This design comes from an exercise in tuning for small area, a short achievable clock period and few clock cycles per item on the open sky130 flow, not from production work.
Only simulation tests tie the RTL to the original design; equivalence was not proved.
Power is estimated from default activity; no workload was simulated.

**flow/design.v**
```verilog
`timescale 1ns / 1ps
`default_nettype none
package sirdig_pkg;
  localparam int VAL_W        = 32;
  localparam int CHAR_W       = 8;
  localparam int LEN_W        = 5;
  localparam int CFG_DATA_W   = 64;
  localparam int CFG_ADDR_W   = 5;
  localparam int ALPH_BYTES   = 16;
  localparam int MAX_BASE_DEF = 16;
  localparam int NSTAGE       = 8;    
  localparam int CHUNK        = 4;    
  localparam int NSLOT        = 32;   
  localparam int SLOT_W       = 5;
  localparam logic [CHAR_W-1:0] MINUS_CHAR = 8'h2D;
  localparam logic [CHAR_W-1:0] PLUS_CHAR  = 8'h2B;
  localparam logic [1:0] REG_BASE_LEN  = 2'd0;
  localparam logic [1:0] REG_ALPH_LOW  = 2'd1;
  localparam logic [1:0] REG_ALPH_HIGH = 2'd2;
  function automatic logic [5:0] nd_est(input logic [4:0] b, input logic [5:0] bl);
    logic [5:0] k;
    k = 6'd1;
    case (b)
      5'd2: case (bl)
          6'd5: k = 6'd2;
          6'd6: k = 6'd2;
          6'd7: k = 6'd2;
          6'd8: k = 6'd2;
          6'd9: k = 6'd3;
          6'd10: k = 6'd3;
          6'd11: k = 6'd3;
          6'd12: k = 6'd3;
          6'd13: k = 6'd4;
          6'd14: k = 6'd4;
          6'd15: k = 6'd4;
          6'd16: k = 6'd4;
          6'd17: k = 6'd5;
          6'd18: k = 6'd5;
          6'd19: k = 6'd5;
          6'd20: k = 6'd5;
          6'd21: k = 6'd6;
          6'd22: k = 6'd6;
          6'd23: k = 6'd6;
          6'd24: k = 6'd6;
          6'd25: k = 6'd7;
          6'd26: k = 6'd7;
          6'd27: k = 6'd7;
          6'd28: k = 6'd7;
          6'd29: k = 6'd8;
          6'd30: k = 6'd8;
          6'd31: k = 6'd8;
          6'd32: k = 6'd8;
          default: k = 6'd1;
        endcase
      5'd3: case (bl)
          6'd2: k = 6'd2;
          6'd3: k = 6'd2;
          6'd4: k = 6'd3;
          6'd5: k = 6'd4;
          6'd6: k = 6'd4;
          6'd7: k = 6'd5;
          6'd8: k = 6'd6;
          6'd9: k = 6'd6;
          6'd10: k = 6'd7;
          6'd11: k = 6'd7;
          6'd12: k = 6'd8;
          6'd13: k = 6'd9;
          6'd14: k = 6'd9;
          6'd15: k = 6'd10;
          6'd16: k = 6'd11;
          6'd17: k = 6'd11;
          6'd18: k = 6'd12;
          6'd19: k = 6'd12;
          6'd20: k = 6'd13;
          6'd21: k = 6'd14;
          6'd22: k = 6'd14;
          6'd23: k = 6'd15;
          6'd24: k = 6'd16;
          6'd25: k = 6'd16;
          6'd26: k = 6'd17;
          6'd27: k = 6'd18;
          6'd28: k = 6'd18;
          6'd29: k = 6'd19;
          6'd30: k = 6'd19;
          6'd31: k = 6'd20;
          6'd32: k = 6'd21;
          default: k = 6'd1;
        endcase
      5'd4: case (bl)
          6'd5: k = 6'd2;
          6'd6: k = 6'd2;
          6'd7: k = 6'd2;
          6'd8: k = 6'd2;
          6'd9: k = 6'd3;
          6'd10: k = 6'd3;
          6'd11: k = 6'd3;
          6'd12: k = 6'd3;
          6'd13: k = 6'd4;
          6'd14: k = 6'd4;
          6'd15: k = 6'd4;
          6'd16: k = 6'd4;
          6'd17: k = 6'd5;
          6'd18: k = 6'd5;
          6'd19: k = 6'd5;
          6'd20: k = 6'd5;
          6'd21: k = 6'd6;
          6'd22: k = 6'd6;
          6'd23: k = 6'd6;
          6'd24: k = 6'd6;
          6'd25: k = 6'd7;
          6'd26: k = 6'd7;
          6'd27: k = 6'd7;
          6'd28: k = 6'd7;
          6'd29: k = 6'd8;
          6'd30: k = 6'd8;
          6'd31: k = 6'd8;
          6'd32: k = 6'd8;
          default: k = 6'd1;
        endcase
      5'd5: case (bl)
          6'd3: k = 6'd2;
          6'd4: k = 6'd2;
          6'd5: k = 6'd3;
          6'd6: k = 6'd3;
          6'd7: k = 6'd4;
          6'd8: k = 6'd4;
          6'd9: k = 6'd4;
          6'd10: k = 6'd5;
          6'd11: k = 6'd5;
          6'd12: k = 6'd6;
          6'd13: k = 6'd6;
          6'd14: k = 6'd7;
          6'd15: k = 6'd7;
          6'd16: k = 6'd7;
          6'd17: k = 6'd8;
          6'd18: k = 6'd8;
          6'd19: k = 6'd9;
          6'd20: k = 6'd9;
          6'd21: k = 6'd10;
          6'd22: k = 6'd10;
          6'd23: k = 6'd10;
          6'd24: k = 6'd11;
          6'd25: k = 6'd11;
          6'd26: k = 6'd12;
          6'd27: k = 6'd12;
          6'd28: k = 6'd13;
          6'd29: k = 6'd13;
          6'd30: k = 6'd13;
          6'd31: k = 6'd14;
          6'd32: k = 6'd14;
          default: k = 6'd1;
        endcase
      5'd6: case (bl)
          6'd3: k = 6'd2;
          6'd4: k = 6'd2;
          6'd5: k = 6'd2;
          6'd6: k = 6'd3;
          6'd7: k = 6'd3;
          6'd8: k = 6'd4;
          6'd9: k = 6'd4;
          6'd10: k = 6'd4;
          6'd11: k = 6'd5;
          6'd12: k = 6'd5;
          6'd13: k = 6'd6;
          6'd14: k = 6'd6;
          6'd15: k = 6'd6;
          6'd16: k = 6'd7;
          6'd17: k = 6'd7;
          6'd18: k = 6'd7;
          6'd19: k = 6'd8;
          6'd20: k = 6'd8;
          6'd21: k = 6'd9;
          6'd22: k = 6'd9;
          6'd23: k = 6'd9;
          6'd24: k = 6'd10;
          6'd25: k = 6'd10;
          6'd26: k = 6'd11;
          6'd27: k = 6'd11;
          6'd28: k = 6'd11;
          6'd29: k = 6'd12;
          6'd30: k = 6'd12;
          6'd31: k = 6'd12;
          6'd32: k = 6'd13;
          default: k = 6'd1;
        endcase
      5'd7: case (bl)
          6'd3: k = 6'd2;
          6'd4: k = 6'd2;
          6'd5: k = 6'd2;
          6'd6: k = 6'd3;
          6'd7: k = 6'd3;
          6'd8: k = 6'd3;
          6'd9: k = 6'd4;
          6'd10: k = 6'd4;
          6'd11: k = 6'd4;
          6'd12: k = 6'd5;
          6'd13: k = 6'd5;
          6'd14: k = 6'd5;
          6'd15: k = 6'd6;
          6'd16: k = 6'd6;
          6'd17: k = 6'd7;
          6'd18: k = 6'd7;
          6'd19: k = 6'd7;
          6'd20: k = 6'd8;
          6'd21: k = 6'd8;
          6'd22: k = 6'd8;
          6'd23: k = 6'd9;
          6'd24: k = 6'd9;
          6'd25: k = 6'd9;
          6'd26: k = 6'd10;
          6'd27: k = 6'd10;
          6'd28: k = 6'd10;
          6'd29: k = 6'd11;
          6'd30: k = 6'd11;
          6'd31: k = 6'd12;
          6'd32: k = 6'd12;
          default: k = 6'd1;
        endcase
      5'd8: case (bl)
          6'd4: k = 6'd2;
          6'd5: k = 6'd2;
          6'd6: k = 6'd2;
          6'd7: k = 6'd3;
          6'd8: k = 6'd3;
          6'd9: k = 6'd3;
          6'd10: k = 6'd4;
          6'd11: k = 6'd4;
          6'd12: k = 6'd4;
          6'd13: k = 6'd5;
          6'd14: k = 6'd5;
          6'd15: k = 6'd5;
          6'd16: k = 6'd6;
          6'd17: k = 6'd6;
          6'd18: k = 6'd6;
          6'd19: k = 6'd7;
          6'd20: k = 6'd7;
          6'd21: k = 6'd7;
          6'd22: k = 6'd8;
          6'd23: k = 6'd8;
          6'd24: k = 6'd8;
          6'd25: k = 6'd9;
          6'd26: k = 6'd9;
          6'd27: k = 6'd9;
          6'd28: k = 6'd10;
          6'd29: k = 6'd10;
          6'd30: k = 6'd10;
          6'd31: k = 6'd11;
          6'd32: k = 6'd11;
          default: k = 6'd1;
        endcase
      5'd9: case (bl)
          6'd4: k = 6'd2;
          6'd5: k = 6'd2;
          6'd6: k = 6'd2;
          6'd7: k = 6'd3;
          6'd8: k = 6'd3;
          6'd9: k = 6'd3;
          6'd10: k = 6'd4;
          6'd11: k = 6'd4;
          6'd12: k = 6'd4;
          6'd13: k = 6'd5;
          6'd14: k = 6'd5;
          6'd15: k = 6'd5;
          6'd16: k = 6'd6;
          6'd17: k = 6'd6;
          6'd18: k = 6'd6;
          6'd19: k = 6'd6;
          6'd20: k = 6'd7;
          6'd21: k = 6'd7;
          6'd22: k = 6'd7;
          6'd23: k = 6'd8;
          6'd24: k = 6'd8;
          6'd25: k = 6'd8;
          6'd26: k = 6'd9;
          6'd27: k = 6'd9;
          6'd28: k = 6'd9;
          6'd29: k = 6'd10;
          6'd30: k = 6'd10;
          6'd31: k = 6'd10;
          6'd32: k = 6'd11;
          default: k = 6'd1;
        endcase
      5'd10: case (bl)
          6'd4: k = 6'd2;
          6'd5: k = 6'd2;
          6'd6: k = 6'd2;
          6'd7: k = 6'd3;
          6'd8: k = 6'd3;
          6'd9: k = 6'd3;
          6'd10: k = 6'd4;
          6'd11: k = 6'd4;
          6'd12: k = 6'd4;
          6'd13: k = 6'd4;
          6'd14: k = 6'd5;
          6'd15: k = 6'd5;
          6'd16: k = 6'd5;
          6'd17: k = 6'd6;
          6'd18: k = 6'd6;
          6'd19: k = 6'd6;
          6'd20: k = 6'd7;
          6'd21: k = 6'd7;
          6'd22: k = 6'd7;
          6'd23: k = 6'd7;
          6'd24: k = 6'd8;
          6'd25: k = 6'd8;
          6'd26: k = 6'd8;
          6'd27: k = 6'd9;
          6'd28: k = 6'd9;
          6'd29: k = 6'd9;
          6'd30: k = 6'd10;
          6'd31: k = 6'd10;
          6'd32: k = 6'd10;
          default: k = 6'd1;
        endcase
      5'd11: case (bl)
          6'd4: k = 6'd2;
          6'd5: k = 6'd2;
          6'd6: k = 6'd2;
          6'd7: k = 6'd3;
          6'd8: k = 6'd3;
          6'd9: k = 6'd3;
          6'd10: k = 6'd3;
          6'd11: k = 6'd4;
          6'd12: k = 6'd4;
          6'd13: k = 6'd4;
          6'd14: k = 6'd5;
          6'd15: k = 6'd5;
          6'd16: k = 6'd5;
          6'd17: k = 6'd5;
          6'd18: k = 6'd6;
          6'd19: k = 6'd6;
          6'd20: k = 6'd6;
          6'd21: k = 6'd7;
          6'd22: k = 6'd7;
          6'd23: k = 6'd7;
          6'd24: k = 6'd7;
          6'd25: k = 6'd8;
          6'd26: k = 6'd8;
          6'd27: k = 6'd8;
          6'd28: k = 6'd9;
          6'd29: k = 6'd9;
          6'd30: k = 6'd9;
          6'd31: k = 6'd9;
          6'd32: k = 6'd10;
          default: k = 6'd1;
        endcase
      5'd12: case (bl)
          6'd4: k = 6'd2;
          6'd5: k = 6'd2;
          6'd6: k = 6'd2;
          6'd7: k = 6'd2;
          6'd8: k = 6'd3;
          6'd9: k = 6'd3;
          6'd10: k = 6'd3;
          6'd11: k = 6'd4;
          6'd12: k = 6'd4;
          6'd13: k = 6'd4;
          6'd14: k = 6'd4;
          6'd15: k = 6'd5;
          6'd16: k = 6'd5;
          6'd17: k = 6'd5;
          6'd18: k = 6'd6;
          6'd19: k = 6'd6;
          6'd20: k = 6'd6;
          6'd21: k = 6'd6;
          6'd22: k = 6'd7;
          6'd23: k = 6'd7;
          6'd24: k = 6'd7;
          6'd25: k = 6'd7;
          6'd26: k = 6'd8;
          6'd27: k = 6'd8;
          6'd28: k = 6'd8;
          6'd29: k = 6'd9;
          6'd30: k = 6'd9;
          6'd31: k = 6'd9;
          6'd32: k = 6'd9;
          default: k = 6'd1;
        endcase
      5'd13: case (bl)
          6'd4: k = 6'd2;
          6'd5: k = 6'd2;
          6'd6: k = 6'd2;
          6'd7: k = 6'd2;
          6'd8: k = 6'd3;
          6'd9: k = 6'd3;
          6'd10: k = 6'd3;
          6'd11: k = 6'd3;
          6'd12: k = 6'd4;
          6'd13: k = 6'd4;
          6'd14: k = 6'd4;
          6'd15: k = 6'd5;
          6'd16: k = 6'd5;
          6'd17: k = 6'd5;
          6'd18: k = 6'd5;
          6'd19: k = 6'd6;
          6'd20: k = 6'd6;
          6'd21: k = 6'd6;
          6'd22: k = 6'd6;
          6'd23: k = 6'd7;
          6'd24: k = 6'd7;
          6'd25: k = 6'd7;
          6'd26: k = 6'd8;
          6'd27: k = 6'd8;
          6'd28: k = 6'd8;
          6'd29: k = 6'd8;
          6'd30: k = 6'd9;
          6'd31: k = 6'd9;
          6'd32: k = 6'd9;
          default: k = 6'd1;
        endcase
      5'd14: case (bl)
          6'd4: k = 6'd2;
          6'd5: k = 6'd2;
          6'd6: k = 6'd2;
          6'd7: k = 6'd2;
          6'd8: k = 6'd3;
          6'd9: k = 6'd3;
          6'd10: k = 6'd3;
          6'd11: k = 6'd3;
          6'd12: k = 6'd4;
          6'd13: k = 6'd4;
          6'd14: k = 6'd4;
          6'd15: k = 6'd4;
          6'd16: k = 6'd5;
          6'd17: k = 6'd5;
          6'd18: k = 6'd5;
          6'd19: k = 6'd5;
          6'd20: k = 6'd6;
          6'd21: k = 6'd6;
          6'd22: k = 6'd6;
          6'd23: k = 6'd7;
          6'd24: k = 6'd7;
          6'd25: k = 6'd7;
          6'd26: k = 6'd7;
          6'd27: k = 6'd8;
          6'd28: k = 6'd8;
          6'd29: k = 6'd8;
          6'd30: k = 6'd8;
          6'd31: k = 6'd9;
          6'd32: k = 6'd9;
          default: k = 6'd1;
        endcase
      5'd15: case (bl)
          6'd4: k = 6'd2;
          6'd5: k = 6'd2;
          6'd6: k = 6'd2;
          6'd7: k = 6'd2;
          6'd8: k = 6'd3;
          6'd9: k = 6'd3;
          6'd10: k = 6'd3;
          6'd11: k = 6'd3;
          6'd12: k = 6'd4;
          6'd13: k = 6'd4;
          6'd14: k = 6'd4;
          6'd15: k = 6'd4;
          6'd16: k = 6'd5;
          6'd17: k = 6'd5;
          6'd18: k = 6'd5;
          6'd19: k = 6'd5;
          6'd20: k = 6'd6;
          6'd21: k = 6'd6;
          6'd22: k = 6'd6;
          6'd23: k = 6'd6;
          6'd24: k = 6'd7;
          6'd25: k = 6'd7;
          6'd26: k = 6'd7;
          6'd27: k = 6'd7;
          6'd28: k = 6'd8;
          6'd29: k = 6'd8;
          6'd30: k = 6'd8;
          6'd31: k = 6'd8;
          6'd32: k = 6'd9;
          default: k = 6'd1;
        endcase
      5'd16: case (bl)
          6'd5: k = 6'd2;
          6'd6: k = 6'd2;
          6'd7: k = 6'd2;
          6'd8: k = 6'd2;
          6'd9: k = 6'd3;
          6'd10: k = 6'd3;
          6'd11: k = 6'd3;
          6'd12: k = 6'd3;
          6'd13: k = 6'd4;
          6'd14: k = 6'd4;
          6'd15: k = 6'd4;
          6'd16: k = 6'd4;
          6'd17: k = 6'd5;
          6'd18: k = 6'd5;
          6'd19: k = 6'd5;
          6'd20: k = 6'd5;
          6'd21: k = 6'd6;
          6'd22: k = 6'd6;
          6'd23: k = 6'd6;
          6'd24: k = 6'd6;
          6'd25: k = 6'd7;
          6'd26: k = 6'd7;
          6'd27: k = 6'd7;
          6'd28: k = 6'd7;
          6'd29: k = 6'd8;
          6'd30: k = 6'd8;
          6'd31: k = 6'd8;
          6'd32: k = 6'd8;
          default: k = 6'd1;
        endcase
      default: k = 6'd1;
    endcase
    nd_est = k;
  endfunction
endpackage
`default_nettype wire
`timescale 1ns / 1ps
`default_nettype none
module sirdig_div #(
  parameter int STAGE = 0
) (
  input  logic                          clk,
  input  logic                          rst_n,
  input  logic                          v_in,
  input  logic                          first_in,    
  input  logic                          pre_first,   
  input  logic                          pre_tag,     
  input  logic                          tag_in,      
  input  logic                          last_in,     
  input  logic [3:0]                    u_in,
  input  logic [sirdig_pkg::CHUNK-1:0]  xa,          
  input  logic [sirdig_pkg::CHUNK-1:0]  xb,          
  input  logic [3:0]                    k0,
  input  logic [3:0]                    k1,
  input  logic [3:0]                    k0p,         
  input  logic [3:0]                    k1p,         
  input  logic                          odd,
  output logic                          v_out,
  output logic                          first_out,
  output logic                          tag_out,
  output logic                          last_out,
  output logic [3:0]                    u_out
);
  logic [sirdig_pkg::CHUNK-1:0] q_r;    
  logic [sirdig_pkg::CHUNK-1:0] dvd;
  logic [sirdig_pkg::CHUNK-1:0] q_nxt;
  logic [3:0]                   u_nxt;
  function automatic logic [3:0] add2v(input logic [2:0] v, input logic [3:0] kk);
    logic c2, c3;
    c2 = v[0] & kk[1];
    c3 = (v[1] & kk[2]) | (v[1] & c2) | (kk[2] & c2);
    add2v = {v[2] ^ kk[3] ^ c3, v[1] ^ kk[2] ^ c2, v[0] ^ kk[1], kk[0]};
  endfunction
  always_comb begin
    logic [3:0] u;
    logic       c;
    logic       x;
    logic [3:0] kk0, kk1;
    dvd = q_r;
    u   = u_in;
    for (int i = sirdig_pkg::CHUNK - 1; i >= 0; i--) begin
      x        = dvd[i];
      kk0      = x ? k0p : k0;
      kk1      = x ? k1p : k1;
      c        = u[3] | (odd & x & u[2] & u[1] & u[0]);
      q_nxt[i] = c;
      u        = c ? add2v(u[2:0], kk1) : add2v(u[2:0], kk0);
    end
    u_nxt = u;
  end
  always_ff @(posedge clk) begin
    if (!rst_n) begin
      v_out <= 1'b0;
    end else begin
      v_out <= v_in;
    end
  end
  always_ff @(posedge clk) begin
    if (pre_first) begin
      q_r <= pre_tag ? xb : xa;
    end else if (v_in) begin
      q_r <= q_nxt;
    end
    u_out     <= u_nxt;
    first_out <= first_in;
    tag_out   <= tag_in;
    last_out  <= last_in;
  end
endmodule
`default_nettype wire
`timescale 1ns / 1ps
`default_nettype none
module sirdig_achk #(
  parameter int MAX_BASE = sirdig_pkg::MAX_BASE_DEF
) (
  input  logic                                        clk,
  input  logic                                        rst_n,
  input  logic                                        restart,
  input  logic [sirdig_pkg::LEN_W-1:0]                len,
  input  logic [MAX_BASE-1:0][sirdig_pkg::CHAR_W-1:0] alph,
  input  logic [sirdig_pkg::CHAR_W-1:0]               row_char,
  output logic [$clog2(MAX_BASE)-1:0]                 row,
  output logic                                        done,
  output logic                                        ok
);
  localparam int DIG_W = $clog2(MAX_BASE);
  logic             row_bad;
  logic [sirdig_pkg::CHAR_W-1:0] rc_r;     
  logic [DIG_W-1:0] rowd_r;
  logic             vld_r;
  logic             last_row;
  logic             len_ok;
  assign len_ok = (len >= sirdig_pkg::LEN_W'(2)) && (len <= sirdig_pkg::LEN_W'(MAX_BASE));
  always_comb begin
    row_bad = (rc_r == sirdig_pkg::PLUS_CHAR) || (rc_r == sirdig_pkg::MINUS_CHAR);
    for (int b = 1; b < MAX_BASE; b++) begin
      if ((sirdig_pkg::LEN_W'(b) < len) && (DIG_W'(b) > rowd_r) && (alph[b] == rc_r)) begin
        row_bad = 1'b1;
      end
    end
    last_row = ({{(sirdig_pkg::LEN_W-DIG_W){1'b0}}, rowd_r} == (len - sirdig_pkg::LEN_W'(1)));
  end
  always_ff @(posedge clk) begin
    rc_r   <= row_char;
    rowd_r <= row;
  end
  always_ff @(posedge clk) begin
    if (!rst_n || restart) begin
      done  <= 1'b0;
      ok    <= 1'b0;
      row   <= '0;
      vld_r <= 1'b0;
    end else if (!done) begin
      vld_r <= 1'b1;
      row   <= row + DIG_W'(1);
      if (!len_ok || (vld_r && row_bad)) begin
        done <= 1'b1;
        ok   <= 1'b0;
      end else if (vld_r && last_row) begin
        done <= 1'b1;
        ok   <= 1'b1;
      end
    end
  end
endmodule
`default_nettype wire
`timescale 1ns / 1ps
`default_nettype none
module signed_int_to_radix_digits #(
  parameter int MAX_BASE = sirdig_pkg::MAX_BASE_DEF
) (
  input  logic                                  clk,
  input  logic                                  rst_n,
  input  logic                                  start,
  output logic                                  busy,
  input  logic signed [sirdig_pkg::VAL_W-1:0]   in_value,
  output logic                                  out_strobe,
  output logic [sirdig_pkg::CHAR_W-1:0]         out_character,
  output logic                                  out_last,
  input  logic                                  psel,
  input  logic                                  penable,
  input  logic                                  pwrite,
  input  logic [sirdig_pkg::CFG_ADDR_W-1:0]     paddr,
  input  logic [sirdig_pkg::CFG_DATA_W-1:0]     pwdata,
  output logic [sirdig_pkg::CFG_DATA_W-1:0]     prdata,
  output logic                                  pready
);
  localparam int NS    = sirdig_pkg::NSTAGE;
  localparam int CW    = sirdig_pkg::CHUNK;
  localparam int SW    = sirdig_pkg::SLOT_W;
  localparam int NSLOT = sirdig_pkg::NSLOT;
  localparam int DIG_W = $clog2(MAX_BASE);
  logic [sirdig_pkg::LEN_W-1:0]      len_r;
  logic [sirdig_pkg::CFG_DATA_W-1:0] alow_r;
  logic [sirdig_pkg::CFG_DATA_W-1:0] ahigh_r;
  logic [MAX_BASE-1:0][sirdig_pkg::CHAR_W-1:0] alph;
  logic                  cfg_wr;
  logic                  flush_n;
  assign alph   = {ahigh_r, alow_r};
  assign pready = 1'b1;
  assign cfg_wr = psel && penable && pwrite;
  always_ff @(posedge clk) begin
    if (!rst_n) begin
      len_r   <= '0;
      alow_r  <= '0;
      ahigh_r <= '0;
    end else if (cfg_wr) begin
      case (paddr[4:3])
        sirdig_pkg::REG_BASE_LEN:  len_r   <= pwdata[sirdig_pkg::LEN_W-1:0];
        sirdig_pkg::REG_ALPH_LOW:  alow_r  <= pwdata;
        sirdig_pkg::REG_ALPH_HIGH: ahigh_r <= pwdata;
        default:       ;
      endcase
    end
  end
  always_comb begin
    case (paddr[4:3])
      sirdig_pkg::REG_BASE_LEN:  prdata = {{(sirdig_pkg::CFG_DATA_W-sirdig_pkg::LEN_W){1'b0}}, len_r};
      sirdig_pkg::REG_ALPH_LOW:  prdata = alow_r;
      sirdig_pkg::REG_ALPH_HIGH: prdata = ahigh_r;
      default:       prdata = '0;
    endcase
  end
  logic [3:0] k0_r, k1_r, k0p_r, k1p_r, dlt_r;
  logic       odd_r, m2_r, m4_r;
  always_ff @(posedge clk) begin
    logic [4:0] beff;
    logic [4:0] dl;
    beff  = ((len_r == 5'd2) || (len_r == 5'd4)) ? 5'd16 : len_r;
    dl    = (5'd16 - beff) >> 1;
    dlt_r <= dl[3:0];
    k0_r  <= 4'(5'd0 - dl);
    k1_r  <= 4'(5'd0 - dl - beff);
    k0p_r <= 4'(5'd1 - dl);
    k1p_r <= 4'(5'd1 - dl - beff);
    odd_r <= beff[0];
    m2_r  <= (len_r == 5'd2);
    m4_r  <= (len_r == 5'd4);
  end
  logic             chk_done, chk_ok;
  logic [DIG_W-1:0] chk_row;
  logic [3:0]       alph_sel;
  logic [sirdig_pkg::CHAR_W-1:0] alph_char;
  assign alph_char = alph[alph_sel];
  sirdig_achk #(.MAX_BASE(MAX_BASE)) u_achk (
    .clk      (clk),
    .rst_n    (rst_n),
    .restart  (cfg_wr),
    .len      (len_r),
    .alph     (alph),
    .row_char (alph_char),
    .row      (chk_row),
    .done     (chk_done),
    .ok       (chk_ok)
  );
  logic [1:0][sirdig_pkg::VAL_W-1:0] xm_r;    
  logic [1:0]            xn_r;      
  logic [1:0]            xf_r;      
  logic [1:0]            xs_r;      
  logic                  wr_p, rd_p;
  logic [1:0]            x_free;    
  logic                  accept;
  assign busy   = xf_r[wr_p] && !x_free[wr_p];
  assign accept = start && !busy;
  always_ff @(posedge clk) begin
    if (accept) begin
      xn_r[wr_p] <= in_value[sirdig_pkg::VAL_W-1];
      xm_r[wr_p] <= in_value[sirdig_pkg::VAL_W-1] ? (sirdig_pkg::VAL_W'(~in_value) + sirdig_pkg::VAL_W'(1))
                                                  : sirdig_pkg::VAL_W'(in_value);
    end
  end
  logic [5:0]  icnt_r;        
  logic [5:0]  occ_r;         
  logic [2:0]  push_p, cmp_p, pop_p;    
  logic        issue, istart;
  logic        i_last;
  logic [5:0]  nde;
  logic [1:0][5:0] xd_r;      
  logic [1:0]      xdv_r;     
  logic            nw_r;      
  logic            nwp_r;     
  logic [5:0]      bly_r;     
  logic            pw_r;      
  logic [5:0]      ndw;
  always_ff @(posedge clk) begin
    logic [sirdig_pkg::VAL_W-1:0] y, sm;
    logic [5:0] b;
    y = in_value[sirdig_pkg::VAL_W-1] ? sirdig_pkg::VAL_W'(~in_value) : sirdig_pkg::VAL_W'(in_value);
    b = '0;
    for (int i = 0; i < sirdig_pkg::VAL_W; i++) begin
      if (y[i]) b = 6'(i + 1);
    end
    sm[sirdig_pkg::VAL_W-1] = y[sirdig_pkg::VAL_W-1];
    for (int i = sirdig_pkg::VAL_W - 2; i >= 0; i--) begin
      sm[i] = sm[i+1] | y[i];
    end
    bly_r <= b;
    pw_r  <= in_value[sirdig_pkg::VAL_W-1] && (sm == y);
  end
  always_comb begin
    ndw = sirdig_pkg::nd_est(len_r, bly_r + 6'(pw_r));
    nde = xd_r[rd_p];
  end
  always_ff @(posedge clk) begin
    if (nw_r) xd_r[nwp_r] <= ndw;
    nwp_r <= wr_p;
  end
  always_comb begin
    logic room;
    room   = (occ_r < 6'(NSLOT));
    issue  = 1'b0;
    istart = 1'b0;
    i_last = 1'b0;
    if (icnt_r != '0) begin
      issue  = room;
      i_last = (icnt_r == 6'd1);
    end else if (xf_r[rd_p] && xdv_r[rd_p] && !xs_r[rd_p] && ((push_p - pop_p) != 3'd4) && room) begin
      issue  = 1'b1;
      istart = 1'b1;
      i_last = (nde == 6'd1);
    end
  end
  logic [NS-1:0]      sv, sf, st, sl;
  logic               pre0;        
  logic               rd_nx;       
  assign pre0  = istart ? (nde == 6'd1) : (issue ? (icnt_r == 6'd1) : (icnt_r == '0));
  assign rd_nx = istart ? !rd_p : rd_p;
  logic [NS-1:0][3:0] su;
  for (genvar s = 0; s < NS; s++) begin : g_stage
    sirdig_div #(.STAGE(s)) u_stage (
      .clk       (clk),
      .rst_n     (flush_n),
      .v_in      ((s == 0) ? issue  : sv[(s == 0) ? 0 : s-1]),
      .first_in  ((s == 0) ? istart : sf[(s == 0) ? 0 : s-1]),
      .pre_first ((s == 0) ? pre0 : (s == 1) ? istart : (sv[(s < 2) ? 0 : s-2] && sf[(s < 2) ? 0 : s-2])),
      .pre_tag   ((s == 0) ? rd_nx : (s == 1) ? rd_p : st[(s < 2) ? 0 : s-2]),
      .tag_in    ((s == 0) ? rd_p   : st[(s == 0) ? 0 : s-1]),
      .last_in   ((s == 0) ? i_last : sl[(s == 0) ? 0 : s-1]),
      .u_in      ((s == 0) ? dlt_r  : su[(s == 0) ? 0 : s-1]),
      .xa        (xm_r[0][sirdig_pkg::VAL_W-1-CW*s -: CW]),
      .xb        (xm_r[1][sirdig_pkg::VAL_W-1-CW*s -: CW]),
      .k0        (k0_r),
      .k1        (k1_r),
      .k0p       (k0p_r),
      .k1p       (k1p_r),
      .odd       (odd_r),
      .v_out     (sv[s]),
      .first_out (sf[s]),
      .tag_out   (st[s]),
      .last_out  (sl[s]),
      .u_out     (su[s])
    );
  end
  assign x_free[0] = sv[NS-2] && sf[NS-2] && !st[NS-2];
  assign x_free[1] = sv[NS-2] && sf[NS-2] &&  st[NS-2];
  logic [3:0]       d_neg;
  logic [3:0][SW-1:0] d_top;
  logic [3:0][1:0]    d_sub;     
  logic [3:0]    slot_r [NSLOT];
  logic [SW-1:0] wp_r;
  logic [3:0]    wdig;
  logic          wspur;
  assign wdig  = su[NS-1] - dlt_r;
  assign wspur = sl[NS-1] && !sf[NS-1] && (su[NS-1] == dlt_r);    
  always_ff @(posedge clk) begin
    if (sv[NS-1] && !wspur) begin
      slot_r[wp_r] <= wdig;
    end
  end
  logic          act_r, sgn_r;
  logic [SW-1:0] rp_r, bp_r, nbase_r;
  logic [1:0]    sub_r;
  logic [SW-1:0] curn_r;
  logic [3:0]    rdig, idx;
  logic          r_lastbeat, item_end, ready, load, byp;
  logic [SW-1:0] ltop, lcnt, wtop;
  logic [1:0]    lsub;
  logic [1:0]    wsub;
  logic [5:0]    freed;
  logic [SW-1:0] skipn_r;
  assign rdig       = slot_r[rp_r];
  assign r_lastbeat = (rp_r == bp_r) && (sub_r == 2'd0);
  assign item_end   = act_r && !sgn_r && r_lastbeat;
  assign wtop       = wspur ? (wp_r - SW'(1)) : wp_r;
  assign byp        = (cmp_p == pop_p) && sv[NS-1] && sl[NS-1];
  assign ready      = ((cmp_p != pop_p) || byp) && chk_done;
  assign load       = ready && (!act_r || item_end);
  assign ltop       = byp ? wtop : d_top[pop_p[1:0]];
  assign lsub       = byp ? wsub : d_sub[pop_p[1:0]];
  assign lcnt       = ltop - nbase_r + SW'(1);
  always_comb begin
    if (m2_r)      idx = {3'b0, rdig[sub_r]};
    else if (m4_r) idx = {2'b0, sub_r[0] ? rdig[3:2] : rdig[1:0]};
    else           idx = rdig;
    if (m2_r)      wsub = wdig[3] ? 2'd3 : wdig[2] ? 2'd2 : wdig[1] ? 2'd1 : 2'd0;
    else if (m4_r) wsub = (wdig[3:2] != 2'd0) ? 2'd1 : 2'd0;
    else           wsub = 2'd0;
    alph_sel = chk_done ? idx : chk_row;
    freed = item_end ? 6'(curn_r) : 6'd0;
  end
  logic                  out_strobe_r;
  logic [sirdig_pkg::CHAR_W-1:0] out_character_r;
  logic                  out_last_r;
  assign flush_n = rst_n && !cfg_wr;
  always_ff @(posedge clk) begin
    if (!flush_n) begin
      xf_r    <= '0;
      xs_r    <= '0;
      wr_p    <= 1'b0;
      rd_p    <= 1'b0;
      icnt_r  <= '0;
      nw_r    <= 1'b0;
      xdv_r   <= '0;
      occ_r   <= '0;
      skipn_r <= '0;
      push_p  <= '0;
      cmp_p   <= '0;
      pop_p   <= '0;
      wp_r    <= '0;
      act_r   <= 1'b0;
      sgn_r   <= 1'b0;
      nbase_r <= '0;
      out_strobe_r <= 1'b0;
    end else begin
      for (int k = 0; k < 2; k++) begin
        if (x_free[k]) xf_r[k] <= 1'b0;
      end
      nw_r <= accept;
      if (nw_r) xdv_r[nwp_r] <= 1'b1;
      if (accept) begin
        xf_r[wr_p]  <= 1'b1;
        xs_r[wr_p]  <= 1'b0;
        xdv_r[wr_p] <= 1'b0;
        wr_p        <= !wr_p;
      end
      if (istart) begin
        xs_r[rd_p]               <= 1'b1;
        rd_p                     <= !rd_p;
        icnt_r                   <= nde - 6'd1;
        d_neg[push_p[1:0]]       <= xn_r[rd_p];
        push_p                   <= push_p + 3'd1;
      end else if (issue) begin
        icnt_r <= icnt_r - 6'd1;
      end
      occ_r   <= occ_r + 6'(issue) - 6'(sv[NS-1] && wspur) - freed - 6'(skipn_r);
      skipn_r <= (load && !chk_ok) ? lcnt : '0;
      if (sv[NS-1]) begin
        if (!wspur) wp_r <= wp_r + SW'(1);
        if (sl[NS-1]) begin
          d_top[cmp_p[1:0]]  <= wtop;
          d_sub[cmp_p[1:0]]  <= wsub;
          cmp_p              <= cmp_p + 3'd1;
        end
      end
      out_strobe_r <= act_r;
      if (act_r) begin
        if (sgn_r) begin
          sgn_r <= 1'b0;
        end else if (!r_lastbeat) begin
          if (sub_r != 2'd0) begin
            sub_r <= sub_r - 2'd1;
          end else begin
            rp_r  <= rp_r - SW'(1);
            sub_r <= m2_r ? 2'd3 : (m4_r ? 2'd1 : 2'd0);
          end
        end
      end
      if (item_end) act_r <= 1'b0;
      if (load) begin
        pop_p   <= pop_p + 3'd1;
        nbase_r <= ltop + SW'(1);
        if (chk_ok) begin
          act_r  <= 1'b1;
          sgn_r  <= d_neg[pop_p[1:0]];
          rp_r   <= ltop;
          bp_r   <= nbase_r;
          sub_r  <= lsub;
          curn_r <= lcnt;
        end
      end
    end
  end
  always_ff @(posedge clk) begin
    out_character_r <= sgn_r ? sirdig_pkg::MINUS_CHAR : alph_char;
    out_last_r      <= !sgn_r && r_lastbeat;
  end
  assign out_strobe    = out_strobe_r;
  assign out_character = out_character_r;
  assign out_last      = out_last_r;
endmodule
`default_nettype wire
```
**flow/config.mk**
```make
export PLATFORM = sky130hd
export DESIGN_NAME = signed_int_to_radix_digits
export DESIGN_NICKNAME = signed_int_to_radix_digits
export VERILOG_FILES = /design/flow/design.v
export SDC_FILE = /design/flow/constraint.sdc
export NUM_CORES = 4
export LEC_CHECK = 0
export ABC_AREA = 1
export CAP_MARGIN = 20
export CORE_MARGIN = 2
export CORE_UTILIZATION = 40
export CTS_BUF_LIST = sky130_fd_sc_hd__clkbuf_4 sky130_fd_sc_hd__clkbuf_8
export SETUP_SLACK_MARGIN = 3.5
export SLEW_MARGIN = 20
```
**flow/run.sh**
```bash
#!/bin/bash
# synth_recipe.tcl (not shown) runs the flow's synth.tcl, then flattens the netlist and writes it again
# the make line also repeats each setting of config.mk as NAME=value (left out here)
make -C /OpenROAD-flow-scripts/flow DESIGN_CONFIG=/design/flow/config.mk WORK_HOME=/design/flow/orfs CLKGATE_MAP_FILE= SYNTH_SCRIPT=/design/flow/synth_recipe.tcl finish
```
**flow/constraint.sdc**
```tcl
create_clock -name core_clock -period 8.0 [get_ports {clk}]
set_input_delay 1.6000 -clock core_clock [delete_from_list [all_inputs] [get_ports {clk}]]
set_output_delay 1.6000 -clock core_clock [all_outputs]
set_load 0.01 [all_outputs]
```
==> summary.md, run 1 <==
| Metric | Value |
|---|---|
| Outcome | no timing/DRC/antenna violations |
| Core Footprint | 93500 sq um |
| Accumulated negative setup slack | 0 ns |
| Number of DRC markers in iteration 0 | 3506 |
| All-layer global routing usage | 24.8% |
| Minimum period implied by the final worst setup slack | 4.45 ns |
| Worst slew slack as a fraction of its limit | 23.7% |
| Die boundary width | 311 um |
| Hold Buf Count CTS | 0 |
| Switching pwr | 7710 uW |
| Netlist area before placement | 37800 sq um |
| Part of the power in registers | 25.5% |
| Number of enable flip-flop cells after synthesis | 287 |
| Arrival time reported for the critical path endpoint | 2.85 ns |
| Average detailed-routed wire length per instance | 19.5 um |
| Min-Delay Startpoint | g_stage[6].u_stage.last_out$_DFF_P_ |
| Clk Latency, worst-skew pair | 0.74 ns |
| Final Slew Violations | 0 |
| P_int | 8860 uW |
| Type of element launching the critical path | primary input |
| Mapped Nets | 5164 |
| Share of flip-flops with an asynchronous set or reset after synthesis | 0% |
| Initial Utilization | 40.4% |
| H-tree level count | 3 |
| Number of register bits inferred by synthesis | 592 |
| FF-to-FF Start | k0p_r[2]$_DFF_P_ |
| Part of the total power dissipated in combinational logic | 56.0% |
| Synth top area cells | sky130_fd_sc_hd__edfxtp_1 23%, sky130_fd_sc_hd__dfxtp_1 16%, sky130_fd_sc_hd__nand2_1 9.0%, sky130_fd_sc_hd__o21ai_0 8.4%, sky130_fd_sc_hd__inv_1 5.6% |
| Number of max-cap violations | 0 |
| IO Port Bufs | 178 |
| Critical setup path kind | primary input to primary output |
| Highest net fanout along the worst path | 6 |
| Fraction of the yosys area taken by sequential cells | 39.0% |
| Core Util, Final | 46.9% |
| Final net count | 5304 |
| DRC Markers | 0 |
| Syn_area_per_cell | 7.70 sq um |
| HP Class | register to register |
| Library cells used by synthesis | 66 |
| Final Hold Violating Endpoints | 0 |
| Pin count of the biggest net entering global routing | 83 |
| Setup-violating endpoint count in the final report | 0 |
| Root buffer cell | sky130_fd_sc_hd__clkbuf_8 |
| Clock tree from TritonCTS | yes |
| Clock Path Buffers | 3 |
| Largest voltage drop on the vdd net | 0.353 mV |
| Fmax | 0.225 GHz |
| RSZ-0062 raised after global routing | true |
| Pin slew with the least headroom to its limit | 1.14 ns |
| Number of standard cells after synthesis | 4908 |
| Syn-to-layout area delta | 16.1% |
| Initial antenna violation count | 1 |
| Element type at the critical path end | primary output |
| Die height | 311 um |
| # rows | 112 |
| Required time of the critical path | 6.40 ns |
| Fraction of layout instances using a drive strength above 1 | 11.3% |
| Worst Clk Skew | 0.0645 ns |
| Share of Yosys cell area claimed by the top area cell type | 22.8% |
| Routability congestion estimate from global placement | 0.965 |
| Clock tree sinks | 592 |
| Number of clock buffers inserted by TritonCTS | 101 |
| Areal power density over the cells | 378 nW/um^2 |
| Top-level I/O count | 183 |
| Wire length of the first global-routing pass | 189000 um |
| Overall via count from detail_route | 34600 |
| Post-route clock period utilization | 55.6% |
| Switching share of power | 46.5% |
| Final HPWL DP | 85600 um |
| Ratio of routed vias to standard cells | 5.42 |
| Clk pin slew, worst setup/hold paths | 0.06 ns |
| Number of warnings reported in the yosys synthesis log | 10 |
| Leakage power total | 0.0174 uW |
| Clock group share of total power | 18.5% |
| Routed wire length | 124000 um |
| Via count of the first global-routing pass | 32500 |
| Ys flop type | sky130_fd_sc_hd__dfxtp_1 |
| Antenna viol nets, final | 0 |
| Launching element of the worst setup path | paddr[4] |
| Total global routing overflow | 0 |
| Area of the die | 97000 sq um |
| Post-synth top area cell | sky130_fd_sc_hd__edfxtp_1 |
| First-pass iteration count of the detailed router | 6 |
-- power groups by stage --
stage	logic, uW	registers (uW)	clock network, uW
3_3_place_gp	8700	4280	0
4_1_cts	8920	4220	3110
6_report	9280	4220	3070
3_5_place_dp	8810	4280	0
2_1_floorplan	6800	4070	0
5_1_grt	10400	4270	3250
-- worst paths after layout --
path,endpoint,slack [ns],depth (start not counted)
worst max register to register,g_stage[1].u_stage.u_out[3]$_DFF_P_,3.65,21
worst max-delay path,prdata[4],3.55,9
worst min-delay path,g_stage[7].u_stage.last_out$_DFF_P_,0.32,0
worst min register to register,g_stage[7].u_stage.last_out$_DFF_P_,0.32,0
-- routing by layer --
layer / global-route usage (%) / wire length [um] / vias to the layer above
met5: 0 / 0 / -
met4: 10.0 / 4740 / 0
met3: 3.69 / 10500 / 271
met2: 38.5 / 55200 / 1535
met1: 34.5 / 54000 / 16100
li1: - / - / 16700
-- worst max-delay path, cell delays in order --
cell	delay, ns
sky130_fd_sc_hd__buf_2	0.13
sky130_fd_sc_hd__inv_2	0.06
sky130_fd_sc_hd__nor2_4	0.11
sky130_fd_sc_hd__buf_12	0.12
sky130_fd_sc_hd__clkinvlp_4	0.08
sky130_fd_sc_hd__buf_12	0.15
sky130_fd_sc_hd__buf_4	0.14
sky130_fd_sc_hd__o221ai_4	0.19
sky130_fd_sc_hd__clkdlybuf4s15_2	0.27
-- placed cells by master (no fill, tap or decap), types with 37 or more instances in the layout --
cell                              netlist  layout
sky130_fd_sc_hd__a21oi_1              224     224
sky130_fd_sc_hd__buf_4                  6     108
sky130_fd_sc_hd__clkbuf_8               0     113
sky130_fd_sc_hd__clkdlybuf4s50_1        0     110
sky130_fd_sc_hd__dfxtp_1              305     301
sky130_fd_sc_hd__edfxtp_1             287     287
sky130_fd_sc_hd__fa_1                  73      73
sky130_fd_sc_hd__ha_1                  76      75
sky130_fd_sc_hd__inv_1                566     550
sky130_fd_sc_hd__nand2_1              911     908
sky130_fd_sc_hd__nand3_1              190     188
sky130_fd_sc_hd__nor2_1               457     446
sky130_fd_sc_hd__nor3_1                37      37
sky130_fd_sc_hd__o211ai_1              79      79
sky130_fd_sc_hd__o21ai_0              638     616
sky130_fd_sc_hd__o21ai_1               37      53
sky130_fd_sc_hd__o22ai_1              116      95
sky130_fd_sc_hd__xnor2_1              106     104
sky130_fd_sc_hd__xor2_1               160     156
-- sequential cells by signal, indices dropped and copies added (netlist names), 6 cells and up, named ones only --
register and cells:
slot_r 128, ahigh_r 64, alow_r 64, xm_r 64, g_stage.u_stage.q_r 32, g_stage.u_stage.u_out 32, d_top 20, xd_r 12
d_sub 8, g_stage.u_stage.first_out 8, g_stage.u_stage.last_out 8, g_stage.u_stage.v_out 8, out_character_r 8, u_achk.rc_r 8, g_stage.u_stage.tag_out 7, icnt_r 6
occ_r 6
-- Yosys cell counts, types with 7 or more instances --
library cell                number
sky130_fd_sc_hd__o2111ai_1      16
sky130_fd_sc_hd__o21ai_4         7
sky130_fd_sc_hd__xor2_1        160
sky130_fd_sc_hd__nor4_1         27
sky130_fd_sc_hd__clkbuf_1      217
sky130_fd_sc_hd__a221oi_1        7
sky130_fd_sc_hd__o22ai_1       116
sky130_fd_sc_hd__nor2_1        457
sky130_fd_sc_hd__o21ai_1        37
sky130_fd_sc_hd__nand2_2        34
sky130_fd_sc_hd__o31ai_1         7
sky130_fd_sc_hd__inv_1         566
sky130_fd_sc_hd__ha_1           76
sky130_fd_sc_hd__clkinv_1       12
sky130_fd_sc_hd__nand3_1       190
sky130_fd_sc_hd__edfxtp_1      287
sky130_fd_sc_hd__o211ai_1       79
sky130_fd_sc_hd__a211oi_1        9
sky130_fd_sc_hd__mux2i_1         8
sky130_fd_sc_hd__o21ai_2        28
sky130_fd_sc_hd__a31oi_1        14
sky130_fd_sc_hd__nand2_4        14
sky130_fd_sc_hd__a21oi_1       224
sky130_fd_sc_hd__or2_2          19
sky130_fd_sc_hd__o21ai_0       638
sky130_fd_sc_hd__o32ai_1        10
sky130_fd_sc_hd__buf_1          16
sky130_fd_sc_hd__fa_1           73
sky130_fd_sc_hd__o221ai_1       29
sky130_fd_sc_hd__nand2_1       911
sky130_fd_sc_hd__nand3b_1       10
sky130_fd_sc_hd__a22o_1          9
sky130_fd_sc_hd__nor3_1         37
sky130_fd_sc_hd__nand4_1        22
sky130_fd_sc_hd__buf_2          36
sky130_fd_sc_hd__dfxtp_1       305
sky130_fd_sc_hd__xnor2_1       106
sky130_fd_sc_hd__inv_2          16
sky130_fd_sc_hd__xor2_2         14
-- metrics by stage --
stage	cell area, sq um	std cells	total power (uW)	worst slack, ns	hold slack, ns
2_1_floorplan	37800	4908	10900	3.71	0.310
3_3_place_gp	40500	6119	13000	2.01	0.310
3_5_place_dp	40500	6119	13100	2.00	0.312
4_1_cts	43200	6333	16200	3.37	0.313
5_1_grt	43900	6389	17900	3.33	0.332
6_report	43900	6389	16600	3.55	0.325
-- cell type report --
type,instances,area [sq um]
diodes,1,2.50
fillers,9249,49600
clock inverters,43,475
clock buffers,146,1800
flip-flops and latches,592,14700
well taps,1254,1570
multi-input cells,3448,20200
repair inverters,6,40.0
repair buffers,305,2740
inverters,594,2300
-- cell families (layout without fill, tap and decap cells) --
group	Yosys count	after routing	synth area share, %
buffers and inverters	870	1094	8.84
muxes	9	9	0.242
adders and majority gates	149	149	6.38
and+or+nand+nor	1743	1745	19.4
DFF	592	592	39.0
other	1	2	0.00992
AOI/OAI and AO/OA	1260	1260	19.2
xor gates and xnor gates	284	284	6.97
-- what timing repair did --
action | 4_1_cts | 5_1_grt
setup endpoints to repair | 113 | 123
resized for setup | 262 | 82
cloned | 5 | 6
pin swaps | 4 | 9
buffers inserted | 20 | 49
Testbench counts, summed over its fixed seeds: cycles 30,157, items 3,078.
==> inputs of run 2 (changes only) <==
--- a/flow/config.mk
+++ b/flow/config.mk
@@ -10,5 +10,4 @@
 export CORE_MARGIN = 2
 export CORE_UTILIZATION = 40
-export CTS_BUF_LIST = sky130_fd_sc_hd__clkbuf_4 sky130_fd_sc_hd__clkbuf_8
 export SETUP_SLACK_MARGIN = 3.5
 export SLEW_MARGIN = 20
==> summary.md, run 2 <==
| Metric | Value |
|---|---|
| Outcome | no timing/DRC/antenna violations (unchanged) |
| Syn_area_per_cell | 7.70 sq um (unchanged) |
| Syn-to-layout area delta | 15.7% (was 16.1%) |
| Pin slew with the least headroom to its limit | 1.12 ns (was 1.14 ns) |
| Worst path setup slack after routing | 3.51 ns (was 3.55 ns) |
| # rows | 112 (unchanged) |
| Netlist area before placement | 37800 sq um (unchanged) |
| Number of buffer and inverter stages on the critical path | 6 (was 7) |
| Antenna viol nets, final | 0 (unchanged) |
| Register name with the most flops | slot_r (unchanged) |
| Most common library cell in the layout ignoring fill and taps | sky130_fd_sc_hd__nand2_1 (unchanged) |
| Pin count of the biggest net entering global routing | 83 (unchanged) |
| Average detailed-routed wire length per instance | 19.6 um (was 19.5 um) |
| Synth top area cells | sky130_fd_sc_hd__edfxtp_1 23%, sky130_fd_sc_hd__dfxtp_1 16%, sky130_fd_sc_hd__nand2_1 9.0%, sky130_fd_sc_hd__o21ai_0 8.4%, sky130_fd_sc_hd__inv_1 5.6% (unchanged) |
| Top-level I/O count | 183 (unchanged) |
| Highest net fanout along the worst path | 5 (was 6) |
| Critical path's most frequent cell | sky130_fd_sc_hd__buf_4 (was sky130_fd_sc_hd__buf_12) |
| Root buffer cell | sky130_fd_sc_hd__clkbuf_16 (was sky130_fd_sc_hd__clkbuf_8) |
| Sequential standard cell area | 14700 sq um (about the same) |
| Clock tree from TritonCTS | yes (unchanged) |
| Mapped Nets | 5164 (unchanged) |
| Flip-flop count of the largest register, all copies and words added | 128 (unchanged) |
| Die boundary width | 311 um (unchanged) |
| Areal power density over the cells | 380 nW/um^2 (was 378 nW/um^2) |
| HP Class | register to register (unchanged) |
| Final hold slack | 0.299 ns (was 0.325 ns) |
| Number of warnings reported in the yosys synthesis log | 10 (unchanged) |
| Worst slew slack as a fraction of its limit | 25.5% (was 23.7%) |
| Library cells used by synthesis | 66 (unchanged) |
| Fraction of layout instances using a drive strength above 1 | 9.51% (was 11.3%) |
| Post-synth top area cell | sky130_fd_sc_hd__edfxtp_1 (unchanged) |
| Final HPWL DP | 85600 um (unchanged) |
| Worst path max stage delay | 0.35 ns (was 0.27 ns) |
| Share of Yosys cell area claimed by the top area cell type | 22.8% (unchanged) |
| Worst Clk Skew | 0.0593 ns (was 0.0645 ns) |
| Number of register bits inferred by synthesis | 592 (unchanged) |
| Final Hold Violating Endpoints | 0 (unchanged) |
| DRC Markers | 0 (unchanged) |
| Total non-filler cell area in the finished layout | 43700 sq um (was 43900 sq um) |
| Initial antenna violation count | 1 (unchanged) |
| Cell Chain, Critical Path | buf_4 -> inv_1 -> nor2_4 -> buf_4 -> buf_12 -> buf_4 -> nand2_1 -> o211ai_1 -> dlygate4sd2_1 (was buf_2 -> inv_2 -> nor2_4 -> buf_12 -> clkinvlp_4 -> buf_12 -> buf_4 -> o221ai_4 -> clkdlybuf4s15_2) |
| Number of enable flip-flop cells after synthesis | 287 (unchanged) |
| Number of DRC markers in iteration 0 | 3675 (was 3506) |
| Most used cells in the layout excluding fill and tap cells | 908 x sky130_fd_sc_hd__nand2_1, 616 x sky130_fd_sc_hd__o21ai_0, 551 x sky130_fd_sc_hd__inv_1 (was 908 x sky130_fd_sc_hd__nand2_1, 616 x sky130_fd_sc_hd__o21ai_0, 550 x sky130_fd_sc_hd__inv_1) |
| Minimum period implied by the final worst setup slack | 4.49 ns (was 4.45 ns) |
| Initial Utilization | 40.4% (unchanged) |
| All-layer global routing usage | 24.7% (was 24.8%) |
| Cell family contributing the most delay on the critical path | buffers and inverters (unchanged) |
| Share of flip-flops with an asynchronous set or reset after synthesis | 0% (unchanged) |
| First-pass iteration count of the detailed router | 8 (was 6) |
| Placed standard-cell area | 40500 sq um (unchanged) |
| Setup-violating endpoint count in the final report | 0 (unchanged) |
| Worst path slowest cell | sky130_fd_sc_hd__dlygate4sd2_1 (was sky130_fd_sc_hd__clkdlybuf4s15_2) |
| Total global routing overflow | 0 (unchanged) |
| Largest voltage drop on the vdd net | 0.356 mV (was 0.353 mV) |
| Wire length of the first global-routing pass | 189000 um (about the same) |
| Number of clock buffers inserted by TritonCTS | 66 (was 101) |
| Most frequent cells after synthesis | 911 x sky130_fd_sc_hd__nand2_1, 638 x sky130_fd_sc_hd__o21ai_0, 566 x sky130_fd_sc_hd__inv_1 (unchanged) |
| Count of fill cells added during filler insertion | 9273 (was 9249) |
| Fmax | 0.223 GHz (was 0.225 GHz) |
| Die height | 311 um (unchanged) |
| Arrival time reported for the critical path endpoint | 2.89 ns (was 2.85 ns) |
| Ratio of routed vias to standard cells | 5.44 (was 5.42) |
| Leakage power total | 0.0174 uW (about the same) |
| Via count of the first global-routing pass | 32100 (was 32500) |
| Routability congestion estimate from global placement | 0.965 (unchanged) |
| Element type at the critical path end | primary output (unchanged) |
| Fraction of the yosys area taken by sequential cells | 39.0% (unchanged) |
| Clk pin slew, worst setup/hold paths | 0.06 ns (about the same) |
| RSZ-0062 raised after global routing | true (unchanged) |
| H-tree level count | 3 (unchanged) |
| Final net count | 5275 (was 5304) |
| Clk Latency, worst-skew pair | 0.64 ns (was 0.74 ns) |
| Core Util, Final | 46.8% (was 46.9%) |
| Accumulated negative setup slack | 0 ns (unchanged) |
| Hold Buf Count CTS | 0 (unchanged) |
| Routed wire length | 124000 um (about the same) |
| Pre-CTS WS | 2.00 ns (unchanged) |
| Overall via count from detail_route | 34400 (was 34600) |
| Post-route clock period utilization | 56.1% (was 55.6%) |
| Critical setup path kind | primary input to primary output (unchanged) |
| Ys flop type | sky130_fd_sc_hd__dfxtp_1 (unchanged) |
| Final Slew Violations | 0 (unchanged) |
| Core Footprint | 93500 sq um (unchanged) |
| Number of max-cap violations | 0 (unchanged) |
| Area of the die | 97000 sq um (unchanged) |
| IO Port Bufs | 178 (unchanged) |
| Type of element launching the critical path | primary input (unchanged) |
| Most numerous cell in the Yosys netlist | sky130_fd_sc_hd__nand2_1 (unchanged) |
| Number of standard cells after synthesis | 4908 (unchanged) |
| Required time of the critical path | 6.40 ns (about the same) |
| Clock Path Buffers | 3 (unchanged) |
| Clock tree sinks | 592 (unchanged) |
| Multi-input gate area in the final layout | 20200 sq um (about the same) |
## run 2: cell counts after synthesis
Identical to the previous run, type by type.
## run 2: kinds of logic after synthesis
logic type | share of synthesized area, %
other | 0.00992
DFF | 39.0
adders and majority gates | 6.38
AOI/OAI and AO/OA | 19.2
xor gates and xnor gates | 6.97
muxes | 0.242
buffers and inverters | 8.84
and+or+nand+nor | 19.4
## run 2: worst paths after layout
path	startpoint	to	cells past startpoint	slack (ns)
worst max-delay path	paddr[4]	prdata[3]	9	3.51
worst min-delay path	g_stage[2].u_stage.last_out$_DFF_P_	g_stage[3].u_stage.last_out$_DFF_P_	0	0.30
worst max register to register	k0_r[2]$_DFF_P_	g_stage[1].u_stage.q_r[0]$_DFFE_PP_	21	3.70
worst min register to register	g_stage[2].u_stage.last_out$_DFF_P_	g_stage[3].u_stage.last_out$_DFF_P_	0	0.30
## run 2: report_power, final
| part | leakage, uW | internal, uW | switching, uW | total (uW) |
|---|---|---|---|---|
| Combinational | 0.0112 | 3370 | 6060 | 9430 |
| Clock | 0.00101 | 1650 | 1330 | 2980 |
| Sequential | 0.00511 | 3860 | 360 | 4220 |
## run 2: area by class of cell
type                       count  share of cell area [%]
multi-input combinational   3448                    46.1
sequential                   592                    33.7
timing repair buffer         311                    6.41
inverter                     594                    5.25
clock buffer                  88                    4.13
tap                         1254                    3.59
clock inverter                30                   0.670
timing repair inverter         6                  0.0916
antenna                        1                 0.00572
## run 2: metal layers
metal | global-route usage [%] | routed length, um | up-vias
li1 | - | - | 16600
met1 | 34.5 | 54200 | 16100
met2 | 38.3 | 54700 | 1461
met3 | 3.89 | 10400 | 272
met4 | 9.84 | 4740 | 0
met5 | 0 | 0 | -
## run 2: timing repair
item	4_1_cts	5_1_grt
cloned	7	3
gates resized for setup	224	87
endpoints found under the setup margin	117	102
pin swaps	4	13
buffers inserted	19	57
## run 2: metrics by stage
step / total power [uW] / std cells
6_report: 16600 / 6324
5_1_grt: 18000 / 6323
4_1_cts: 16200 / 6263
3_5_place_dp: 13100 / 6119
3_3_place_gp: 13000 / 6119
2_1_floorplan: 10900 / 4908
==> inputs of run 3 (changes only) <==
--- a/flow/design.v
+++ b/flow/design.v
@@ -853,4 +853,5 @@
   logic [1:0]    wsub;
   logic [5:0]    freed;
+  logic          esgn;      
   logic [SW-1:0] skipn_r;
   assign rdig       = slot_r[rp_r];
@@ -862,4 +863,5 @@
   assign load       = ready && (!act_r || item_end);
   assign ltop       = byp ? wtop : d_top[pop_p[1:0]];
+  assign esgn       = !act_r && !load && (push_p != pop_p) && d_neg[pop_p[1:0]] && chk_done && chk_ok;
   assign lsub       = byp ? wsub : d_sub[pop_p[1:0]];
   assign lcnt       = ltop - nbase_r + SW'(1);
@@ -914,4 +916,9 @@
         icnt_r                   <= nde - 6'd1;
         d_neg[push_p[1:0]]       <= xn_r[rd_p];
+      end
+      if (esgn) begin
+        d_neg[pop_p[1:0]]        <= 1'b0;
+      end
+      if (istart) begin
         push_p                   <= push_p + 3'd1;
       end else if (issue) begin
@@ -928,5 +935,5 @@
         end
       end
-      out_strobe_r <= act_r;
+      out_strobe_r <= act_r || esgn;
       if (act_r) begin
         if (sgn_r) begin
@@ -957,6 +964,6 @@
   end
   always_ff @(posedge clk) begin
-    out_character_r <= sgn_r ? sirdig_pkg::MINUS_CHAR : alph_char;
-    out_last_r      <= !sgn_r && r_lastbeat;
+    out_character_r <= (sgn_r || !act_r) ? sirdig_pkg::MINUS_CHAR : alph_char;
+    out_last_r      <= act_r && !sgn_r && r_lastbeat;
   end
   assign out_strobe    = out_strobe_r;
--- a/flow/config.mk
+++ b/flow/config.mk
@@ -9,5 +9,7 @@
 export CAP_MARGIN = 20
 export CORE_MARGIN = 2
-export CORE_UTILIZATION = 40
+export CORE_UTILIZATION = 55
+export CTS_BUF_LIST = sky130_fd_sc_hd__clkbuf_4 sky130_fd_sc_hd__clkbuf_8
+export PLACE_DENSITY = 0.7
 export SETUP_SLACK_MARGIN = 3.5
 export SLEW_MARGIN = 20
==> summary.md, run 3 <==
| Metric | Value |
|---|---|
| Outcome | no timing/DRC/antenna violations (unchanged) |
| Core Util, Final | 63.9% (was 46.8%) |
| Worst slew slack as a fraction of its limit | 18.8% (was 25.5%) |
| Most used cells in the layout excluding fill and tap cells | 869 x sky130_fd_sc_hd__nand2_1, 612 x sky130_fd_sc_hd__o21ai_0, 529 x sky130_fd_sc_hd__inv_1 (was 908 x sky130_fd_sc_hd__nand2_1, 616 x sky130_fd_sc_hd__o21ai_0, 551 x sky130_fd_sc_hd__inv_1) |
| Synth top area cells | sky130_fd_sc_hd__edfxtp_1 23%, sky130_fd_sc_hd__dfxtp_1 16%, sky130_fd_sc_hd__nand2_1 8.7%, sky130_fd_sc_hd__o21ai_0 8.5%, sky130_fd_sc_hd__inv_1 5.4% (was sky130_fd_sc_hd__edfxtp_1 23%, sky130_fd_sc_hd__dfxtp_1 16%, sky130_fd_sc_hd__nand2_1 9.0%, sky130_fd_sc_hd__o21ai_0 8.4%, sky130_fd_sc_hd__inv_1 5.6%) |
| Number of standard cells after synthesis | 4835 (was 4908) |
| Depth of the worst register-to-register path | 25 (was 21) |
| Routed metal-1 wirelength | 49700 um (was 54200 um) |
| Netlist area before placement | 37500 sq um (was 37800 sq um) |
| Final HPWL DP | 79000 um (was 85600 um) |
| Critical setup path kind | primary input to primary output (unchanged) |
| Element type at the critical path end | primary output (unchanged) |
| Most frequent cells after synthesis | 872 x sky130_fd_sc_hd__nand2_1, 641 x sky130_fd_sc_hd__o21ai_0, 542 x sky130_fd_sc_hd__inv_1 (was 911 x sky130_fd_sc_hd__nand2_1, 638 x sky130_fd_sc_hd__o21ai_0, 566 x sky130_fd_sc_hd__inv_1) |
| Largest voltage drop on the vdd net | 0.289 mV (was 0.356 mV) |
| Setup-violating endpoint count in the final report | 0 (unchanged) |
| Average detailed-routed wire length per instance | 19.7 um (was 19.6 um) |
| Required time of the critical path | 6.40 ns (about the same) |
| Initial antenna violation count | 3 (was 1) |
| Clock tree from TritonCTS | yes (unchanged) |
| Syn-to-layout area delta | 14.8% (was 15.7%) |
| Wire length of the first global-routing pass | 179000 um (was 189000 um) |
| Routed wire length | 117000 um (was 124000 um) |
| Total global routing overflow | 0 (unchanged) |
| Post-route clock period utilization | 56.1% (about the same) |
| Final hold slack | 0.322 ns (was 0.299 ns) |
| Uppermost layer routed | met5 (was met4) |
| Reg-to-reg slack, setup | 3.71 ns (was 3.70 ns) |
| Routability congestion estimate from global placement | 1.00 (was 0.965) |
| Number of register bits inferred by synthesis | 592 (unchanged) |
| Cell family contributing the most delay on the critical path | buffers and inverters (unchanged) |
| All-layer global routing usage | 32.4% (was 24.7%) |
| H-tree level count | 3 (unchanged) |
| Pin count of the biggest net entering global routing | 80 (was 83) |
| Final net count | 5230 (was 5275) |
| Ratio of routed vias to standard cells | 5.80 (was 5.44) |
| Accumulated negative setup slack | 0 ns (unchanged) |
| # rows | 95 (was 112) |
| Syn_area_per_cell | 7.76 sq um (was 7.70 sq um) |
| Library cells used by synthesis | 65 (was 66) |
| Number of DRC markers in iteration 0 | 3750 (was 3675) |
| DR WL met2 | 50800 um (was 54700 um) |
| Highest net fanout along the worst path | 12 (was 5) |
| Via count of the first global-routing pass | 31400 (was 32100) |
| Fraction of the yosys area taken by sequential cells | 39.2% (was 39.0%) |
| Hold Buf Count CTS | 0 (unchanged) |
| Area of the die | 70300 sq um (was 97000 sq um) |
| HP Class | register to register (unchanged) |
| Areal power density over the cells | 381 nW/um^2 (was 380 nW/um^2) |
| Worst path max stage delay | 0.29 ns (was 0.35 ns) |
| Final Slew Violations | 0 (unchanged) |
| Pin slew with the least headroom to its limit | 1.22 ns (was 1.12 ns) |
| Mapped Nets | 5096 (was 5164) |
| Clk pin slew, worst setup/hold paths | 0.06 ns (about the same) |
| Leakage power total | 0.0173 uW (was 0.0174 uW) |
| Type of element launching the critical path | primary input (unchanged) |
| IO Port Bufs | 178 (unchanged) |
| Met3 Routed Length | 11200 um (was 10400 um) |
| Antenna viol nets, final | 0 (unchanged) |
| Share of Yosys cell area claimed by the top area cell type | 23.0% (was 22.8%) |
| Share of flip-flops with an asynchronous set or reset after synthesis | 0% (unchanged) |
| Number of max-cap violations | 0 (unchanged) |
| Ys flop type | sky130_fd_sc_hd__dfxtp_1 (unchanged) |
| Worst Clk Skew | 0.0627 ns (was 0.0593 ns) |
| Number of clock buffers inserted by TritonCTS | 100 (was 66) |
| Flip-flop count of the largest register, all copies and words added | 128 (unchanged) |
| Fraction of layout instances using a drive strength above 1 | 10.8% (was 9.51%) |
| Register name with the most flops | slot_r (unchanged) |
| Number of warnings reported in the yosys synthesis log | 10 (unchanged) |
| Overall via count from detail_route | 34400 (about the same) |
| Die height | 265 um (was 311 um) |
| Core Footprint | 67400 sq um (was 93500 sq um) |
[run 3: cell types whose count changed after synthesis, moves of 8 or more]
cell                      before  now
sky130_fd_sc_hd__inv_1       566  542
sky130_fd_sc_hd__xnor2_1     106  123
sky130_fd_sc_hd__nand2_1     911  872
sky130_fd_sc_hd__xor2_1      160  172
sky130_fd_sc_hd__a21oi_1     224  208
sky130_fd_sc_hd__a31oi_1      14   22
sky130_fd_sc_hd__o22ai_1     116   97
[run 3: worst min path at each step]
stage                                        startpoint                                   to  slack [ns]  cells past startpoint
detailed placement  g_stage[5].u_stage.last_out$_DFF_P_  g_stage[6].u_stage.last_out$_DFF_P_        0.31                      0
CTS                 g_stage[1].u_stage.last_out$_DFF_P_  g_stage[2].u_stage.last_out$_DFF_P_        0.32                      0
global placement    g_stage[6].u_stage.last_out$_DFF_P_  g_stage[7].u_stage.last_out$_DFF_P_        0.31                      0
global route        g_stage[2].u_stage.last_out$_DFF_P_  g_stage[3].u_stage.last_out$_DFF_P_        0.33                      0
floorplan           g_stage[0].u_stage.last_out$_DFF_P_  g_stage[1].u_stage.last_out$_DFF_P_        0.31                      0
finish              g_stage[1].u_stage.last_out$_DFF_P_  g_stage[2].u_stage.last_out$_DFF_P_        0.32                      0
[run 3: what timing repair did]
| item | CTS | global route |
|---|---|---|
| pin swaps | 6 | 11 |
| resized for setup | 277 | 93 |
| cloned | 6 | 3 |
| setup endpoints to repair | 123 | 110 |
| setup buffers | 23 | 45 |
[run 3: layout make-up]
cell class,count,area [sq um],area share [%]
Multi-Input combinational cell,3407,20000,46.5
Sequential cell,592,14700,34.2
Timing Repair Buffer,293,2760,6.42
Inverter,571,2210,5.14
Clock buffer,136,1700,3.94
Tap cell,873,1090,2.54
Clock inverter,49,518,1.20
Timing Repair inverter,4,25.0,0.0581
Antenna cell,1,2.50,0.00581
[run 3: worst register-to-register path, cell delays in order, from the launching register on]
cell and delay [ns]:
sky130_fd_sc_hd__dfxtp_1 0.31, sky130_fd_sc_hd__buf_4 0.27, sky130_fd_sc_hd__inv_8 0.15, sky130_fd_sc_hd__o21ai_0 0.29, sky130_fd_sc_hd__inv_1 0.07, sky130_fd_sc_hd__nor2_1 0.13
sky130_fd_sc_hd__fa_1 0.42, sky130_fd_sc_hd__nand2_1 0.07, sky130_fd_sc_hd__o21ai_1 0.12, sky130_fd_sc_hd__inv_1 0.08, sky130_fd_sc_hd__nor2_1 0.04, sky130_fd_sc_hd__nand3_2 0.08
sky130_fd_sc_hd__nand2_4 0.09, sky130_fd_sc_hd__nand2_1 0.09, sky130_fd_sc_hd__o21ai_2 0.07, sky130_fd_sc_hd__xor2_2 0.19, sky130_fd_sc_hd__buf_4 0.16, sky130_fd_sc_hd__fa_1 0.53
sky130_fd_sc_hd__nand2_1 0.06, sky130_fd_sc_hd__nand2_2 0.11, sky130_fd_sc_hd__nand3_1 0.07, sky130_fd_sc_hd__nor2_1 0.10, sky130_fd_sc_hd__nand2_1 0.08, sky130_fd_sc_hd__nand2_2 0.20
sky130_fd_sc_hd__nand2_1 0.08, sky130_fd_sc_hd__o31ai_1 0.15
[run 3: cells by family after synthesis]
| logic type | share of synthesized area [%] |
|---|---|
| buffers and inverters | 8.55 |
| adders and majority gates | 6.59 |
| xor gates and xnor gates | 7.46 |
| muxes | 0.363 |
| other | 0.00999 |
| AOI/OAI and AO/OA | 19.2 |
| and+or+nand+nor | 18.6 |
| DFF | 39.2 |
[run 3: where the power goes]
group	leakage (uW)	switching (uW)	total (uW)	internal, uW
Sequential	0.00511	422	4270	3840
Clock	0.00116	1350	3020	1670
Combinational	0.0110	5850	9140	3290
Total	0.0173	7620	16400	8800
[run 3: metal layers]
metal  GRT usage, %  vias to the layer above
li1               -                    16500
met1           45.8                    15800
met2           49.0                     1750
met3           5.48                      337
met4           14.0                        4
met5              0                        -
[run 3: metrics by stage]
step	instances	power, uW	worst slack [ns]
finish	5926	16400	3.51
global route	5926	17600	3.30
CTS	5877	16000	3.39
detailed placement	5663	12900	2.22
global placement	5663	12700	2.19
floorplan	4835	10700	3.71
Testbench counts of run 3, summed over its fixed seeds: cycles 30,054, items 3,078.

## static timing again, ports no longer ideal
No port has a modelled driver above. Below, the same layouts with a new extraction and two added sets of constraints.
Step 1, drivers: a clkbuf_16 drives clk and a buf_2 each remaining input, both assumed.
Step 2 also shifts input and output timing later by t, the mid clock arrival at the registers, as if the neighbouring blocks saw the same clock.
a / b / c = ideal / step 1 / step 2; a / b = the first two.
run	shift t [ns]	setup slack, ns	hold WS [ns]	worst data-port slew with drivers (ns)
run 1	0.774	3.548 / 3.498 / 2.969	0.325 / 0.325 / 0.325	0.07
run 2	0.679	3.512 / 3.462 / 3.168	0.299 / 0.299 / 0.299	0.09
run 3	0.788	3.508 / 3.476 / 3.059	0.322 / 0.322 / 0.322	0.06
After both steps every run listed still meets setup and hold. For run 1, which loses most, drivers alone change the setup slack by -0.050 ns; drivers and shift together by -0.579 ns.
